Source: an optimization exercise on an open RTL-to-GDS flow (aim: small area). Production flows keep margins and buffers that such runs may drop.
The RTL was checked by simulation tests, not by an equivalence proof against the original design.
Power figures rest on the tool's default switching activity, not on a simulated workload.

## job 7475
// wb_register_file
module wb_register_file
#(
  parameter int DATA_W = wb_register_file_pkg::DEF_DATA_W,
  parameter int ADDR_W = wb_register_file_pkg::DEF_ADDR_W,
  parameter int PEND_W = wb_register_file_pkg::DEF_PEND_W
) (
  input  logic              ClockInput,
  input  logic              ResetInputN,
  input  logic [ADDR_W-1:0] WriteAddr,
  input  logic [DATA_W-1:0] WriteData,
  input  logic              RegWriteSignal,
  input  logic [ADDR_W-1:0] ReadAddrA,
  input  logic [ADDR_W-1:0] ReadAddrB,
  input  logic              UseA,
  input  logic              UseB,
  input  logic              IssueValid,
  input  logic              IssueWritesReg,
  input  logic [ADDR_W-1:0] IssueDest,
  output logic [DATA_W-1:0] ReadDataA,
  output logic [DATA_W-1:0] ReadDataB,
  output logic              Stall,
  output logic              RetireUnderflow
);
  localparam int NREG = 2 ** ADDR_W;
  logic [NREG-1:1]             we_dec;    
  logic [NREG-1:1]             keep;      
  logic [NREG-1:1]             a_dec;
  logic [NREG-1:1]             b_dec;
  logic [NREG-1:1]             i_dec;
  logic                        wr_live;
  logic                        hit_a;
  logic                        hit_b;
  logic [NREG-1:1]             valid_q;
  logic [NREG-1:1][DATA_W-1:0] mem_q;
  logic [NREG-1:1][DATA_W-1:0] mem_d;
  logic [NREG-1:1][1:0]        pend_q;
  ...
For scale: about 3800 cells after synthesis, about 130 I/O pins, about 44000 µm² of cells after synthesis.
export LEC_CHECK = 0
export CAP_MARGIN = 20
export CORE_MARGIN = 2
export CORE_UTILIZATION = 40
export PLACE_DENSITY = 0.5
export SETUP_SLACK_MARGIN = 0.25
export SLEW_MARGIN = 20
export SYNTH_HIERARCHICAL = 1
export SYNTH_MINIMUM_KEEP_SIZE = 0
create_clock -name core_clock -period 6.0 [get_ports {ClockInput}]
standard.sh (not shown) runs the stock make flow with config.mk's settings and CLKGATE_MAP_FILE= SYNTH_SCRIPT=/design/flow/synth_recipe.tcl, a recipe that flattens the netlist after the stock synthesis.
==> flow/flow/run.sh <==
#!/bin/bash
# Layout flow: the standard ORFS flow (standard.sh, unchanged synthesis), with
#  - clock tree synthesis without dummy loads and with larger sink clusters (the clock
#    tree is still built by CTS from the clock port through buffers, with its usual
#    balancing),
#  - the port buffers made with a small buffer cell instead of the default pick (a
#    clock delay buffer).
# make's whole output goes to flow_make.log; ORFS keeps each step's log under orfs/logs.
set -euo pipefail
CTS="-sink_clustering_enable -repair_clock_nets -dont_use_dummy_load"
CTS="$CTS -sink_clustering_size 24 -sink_clustering_max_diameter 70"
CTS="$CTS -buf_list {sky130_fd_sc_hd__clkbuf_16}"
bash standard.sh \
  "CTS_ARGS=$CTS" \
  "BUFFER_PORTS_ARGS=-buffer_cell sky130_fd_sc_hd__buf_2" \
  finish > flow_make.log 2>&1
Job 7475 ran to completion and came out clean on the timing, design-rule and antenna checks.
diff inputs: job 7475 => job 4052
- swapping 20 for 10 in SLEW_MARGIN
- swapping 20 for 10 in CAP_MARGIN
Findings:
| final instance area | job 4052 vs job 7475 | ≈ equal |. From job 7475 to job 4052, cell count after placement did not move at all. For post-CTS clock slew at the launch and capture registers of the worst setup and hold paths, job 4052 and job 7475 come out practically identical.
Changes in job 3425 relative to job 4052:
- swapping 10 for 20 in CAP_MARGIN
- swapping 0.25 for 0.13 in SETUP_SLACK_MARGIN
- swapping 10 for 20 in SLEW_MARGIN
-- flow/flow/run.sh --
<<< job 4052, line 10
CTS="-sink_clustering_enable -repair_clock_nets -dont_use_dummy_load"
CTS="$CTS -sink_clustering_size 24 -sink_clustering_max_diameter 70"
CTS="$CTS -buf_list {sky130_fd_sc_hd__clkbuf_16}"
>>> job 3425, line 10
CTS="-sink_clustering_enable -repair_clock_nets -dont_use_dummy_load"
CTS="$CTS -sink_clustering_size 26 -sink_clustering_max_diameter 72"
CTS="$CTS -buf_list {sky130_fd_sc_hd__clkbuf_16}"
## What came out
Job 3425 vs. job 4052: proportion of synthesized area in mux cells stayed essentially flat; worst hold slack stayed essentially flat; wire length fell by 0.37%; sum of met3 wire segment lengths after detailed routing fell by about 1.4%.
Delta(total length of routed met2 wires, job 3425 - job 4052) > 0
Job 3425 against job 4052; vias per cell is down slightly.
On utilization after layout, job 3425 and job 4052 are basically level.
Taking job 4052 as the reference point, the worst setup slack after layout of job 3425 rises by 0.066 ns.
The final cell area excluding filler cells of job 3425 and that of job 4052 are within noise of each other.
Higher clock skew was reported by job 4052, not job 3425.
Looking only at share of total power in the clock network, and setting everything else aside, the lower value of job 3425 and job 4052 goes to job 3425.
The following lists how job 2033 was set up differently from job 3425:
- swapping 0.13 for 0.18 in SETUP_SLACK_MARGIN
-- flow/flow/run.sh --
<<< job 3425, line 10
CTS="-sink_clustering_enable -repair_clock_nets -dont_use_dummy_load"
CTS="$CTS -sink_clustering_size 26 -sink_clustering_max_diameter 72"
CTS="$CTS -buf_list {sky130_fd_sc_hd__clkbuf_16}"
>>> job 2033, line 10
CTS="-sink_clustering_enable -repair_clock_nets -dont_use_dummy_load"
CTS="$CTS -sink_clustering_size 30 -sink_clustering_max_diameter 80"
CTS="$CTS -buf_list {sky130_fd_sc_hd__clkbuf_16}"
Notes after the runs:
- [job 2033] final critical-path required period rose 0.054 ns relative to job 3425
- Between job 2033 and job 3425, it is job 2033 whose worst IR drop on VDD is higher, by about 12%.
- Post-layout utilization of the core delta for job 2033 relative to job 3425: 0.46 points lower
- Job 2033 has portion of the layout cell area used by clock cells below what job 3425 had.
- Compared to job 3425, job 2033 has fraction of final layout cells sized beyond drive strength 1 0.41 points lower.
- Job 2033 against job 3425: sequential share of cell area grew by 0.45 points; post-layout net count shrank by 19.
What job 4685 does differently from job 2033 at the input level:
- changing SETUP_SLACK_MARGIN from 0.18 to 0.22
-- flow/flow/run.sh --
<<< job 2033, line 10
CTS="-sink_clustering_enable -repair_clock_nets -dont_use_dummy_load"
CTS="$CTS -sink_clustering_size 30 -sink_clustering_max_diameter 80"
CTS="$CTS -buf_list {sky130_fd_sc_hd__clkbuf_16}"
>>> job 4685, line 10
CTS="-sink_clustering_enable -repair_clock_nets -dont_use_dummy_load"
CTS="$CTS -sink_clustering_size 28 -sink_clustering_max_diameter 75"
CTS="$CTS -buf_list {sky130_fd_sc_hd__clkbuf_16}"
[summary]
Looking at the reports, job 4685 completed the entire flow and the layout it produced met the timing, design-rule and antenna checks.
The number of fill cells of job 2033 and that of job 4685 are within noise of each other.
Comparing job 2033 and job 4685, the higher worst-margin pin slew was measured on job 2033.
Looking only at met2 wire length, and setting everything else aside, the lower value of job 2033 and job 4685 goes to job 4685.
Sort job 2033 and job 4685 by total CTS buffers, descending, and job 4685 comes first.
Taking job 2033 as the reference, in job 4685 internal power summed over all cells has increased; fraction of layout cells with a size suffix above 1 has increased; wire length reported by the detailed router held steady.
Job 4685 leaves more setup margin than job 2033.
Compared with job 2033, job 4685 ends up with more cell area.
Looking at maximum VDD drop across job 2033 and job 4685, the one that comes out lower is job 4685.
Job 4685 reports a higher area growth from synthesis to layout than job 2033 does.

---

Setup of before:
wb_register_file, a different RTL version from the one above (not shown whole).
Size in the first run: about 3,800 cells after synthesis, roughly 1,100 flip-flops, ~130 I/O pins, roughly 44,000 um^2 of cells after synthesis.
==> flow/design.v (excerpt) <==
module wb_register_file
#(
  parameter int DATA_W = wb_register_file_pkg::DEF_DATA_W,
  parameter int ADDR_W = wb_register_file_pkg::DEF_ADDR_W,
  parameter int PEND_W = wb_register_file_pkg::DEF_PEND_W
) (
  input  logic              ClockInput,
  input  logic              ResetInputN,
  input  logic [ADDR_W-1:0] WriteAddr,
  input  logic [DATA_W-1:0] WriteData,
  input  logic              RegWriteSignal,
  input  logic [ADDR_W-1:0] ReadAddrA,
  input  logic [ADDR_W-1:0] ReadAddrB,
  input  logic              UseA,
  input  logic              UseB,
  input  logic              IssueValid,
  input  logic              IssueWritesReg,
  input  logic [ADDR_W-1:0] IssueDest,
  output logic [DATA_W-1:0] ReadDataA,
  output logic [DATA_W-1:0] ReadDataB,
  output logic              Stall,
  output logic              RetireUnderflow
);
==> flow/config.mk <==
export PLATFORM = sky130hd
export DESIGN_NAME = wb_register_file
export DESIGN_NICKNAME = wb_register_file
export VERILOG_FILES = /design/flow/design.v
export SDC_FILE = /design/flow/constraint.sdc
export NUM_CORES = 4
export LEC_CHECK = 0
export CAP_MARGIN = 20
export CELL_PAD_IN_SITES_GLOBAL_PLACEMENT = 1
export CORE_MARGIN = 2
export CORE_UTILIZATION = 45
export GPL_TIMING_DRIVEN = 0
export SLEW_MARGIN = 20
export SYNTH_HIERARCHICAL = 1
export SYNTH_MINIMUM_KEEP_SIZE = 0
==> flow/constraint.sdc <==
create_clock -name core_clock -period 6.0 [get_ports {ClockInput}]
set_input_delay 1.2000 -clock core_clock [delete_from_list [all_inputs] [get_ports {ClockInput}]]
set_output_delay 1.2000 -clock core_clock [all_outputs]
set_load 0.01 [all_outputs]
==> flow/flow/run.sh <==
#!/bin/bash
# Layout flow: the standard ORFS flow (standard.sh, unchanged synthesis), with
#  - clock tree synthesis without dummy loads and with larger sink clusters (the clock
#    tree is still built by CTS from the clock port through buffers, with its usual
#    balancing),
#  - the port buffers made with a small buffer cell instead of the default pick (a
#    clock delay buffer).
# make's whole output goes to flow_make.log; ORFS keeps each step's log under orfs/logs.
set -euo pipefail
CTS="-sink_clustering_enable -repair_clock_nets -dont_use_dummy_load"
CTS="$CTS -sink_clustering_size 20 -sink_clustering_max_diameter 80"
CTS="$CTS -buf_list {sky130_fd_sc_hd__clkbuf_8 sky130_fd_sc_hd__clkbuf_16}"
bash standard.sh \
  "CTS_ARGS=$CTS" \
  "BUFFER_PORTS_ARGS=-buffer_cell sky130_fd_sc_hd__buf_2" \
  finish > flow_make.log 2>&1
The final report for before shows a completed flow and a layout that fails verification, specifically negative setup slack.
Input changes introduced in after (baseline for comparison: before):
- a deleted CELL_PAD_IN_SITES_GLOBAL_PLACEMENT that had been 1
- an added PLACE_DENSITY of 0.5
- a deleted GPL_TIMING_DRIVEN that had been 0
- a change of CORE_UTILIZATION from 45 to 40
==> comparison <==
Detailed-route wire length came out higher on after than on before. Origin of the worst setup path: WriteAddr[3] -> after, WriteAddr[2] -> before. The flow for after finished, though final verification flagged negative setup slack. Total vias in the final route in after is about 2% lower than in before. Changes observed in after relative to before: time the final worst path needs with I/O delays and setup fell by 0.15 ns; clock network fraction of total power did not really move; setup slack of the most critical reg-to-reg path moved up; clock group total power now sits higher. Re fraction of met3 tracks used by global routing: after is 5.6 points down on before.

-- separate check: timing with driven ports --
No port has a modelled driver above. Below, the same layouts with a new extraction and two added sets of constraints. Step 1 assumes that a clkbuf_16 drives the clock port and a buf_2 every other input. Step 2 also shifts input and output timing later by t, the mid clock arrival at the registers, as if the neighbouring blocks saw the same clock. Slacks: no drivers / after step 1 / after step 2; pairs: no drivers / after step 1.
run | t, ns | slack for setup (ns) | worst hold slack (ns)
job 7475 | 0.738 | 0.174 / 0.146 / 0.146 | 0.465 / 0.465 / 0.465
job 4052 | 0.738 | 0.174 / 0.146 / 0.146 | 0.465 / 0.465 / 0.465
job 3425 | 0.730 | 0.240 / 0.212 / 0.212 | 0.467 / 0.467 / 0.467
job 2033 | 0.784 | 0.186 / 0.158 / 0.158 | 0.461 / 0.461 / 0.461
job 4685 | 0.725 | 0.257 / 0.229 / 0.229 | 0.468 / 0.468 / 0.468
before | 0.736 | -0.168 / -0.188 / -0.188 | 0.415 / 0.378 / 0.503
after | 0.734 | -0.018 / -0.048 / -0.048 | 0.456 / 0.456 / 0.456
For after, which loses most, drivers alone change the setup slack by -0.030 ns; drivers and shift together by -0.030 ns.
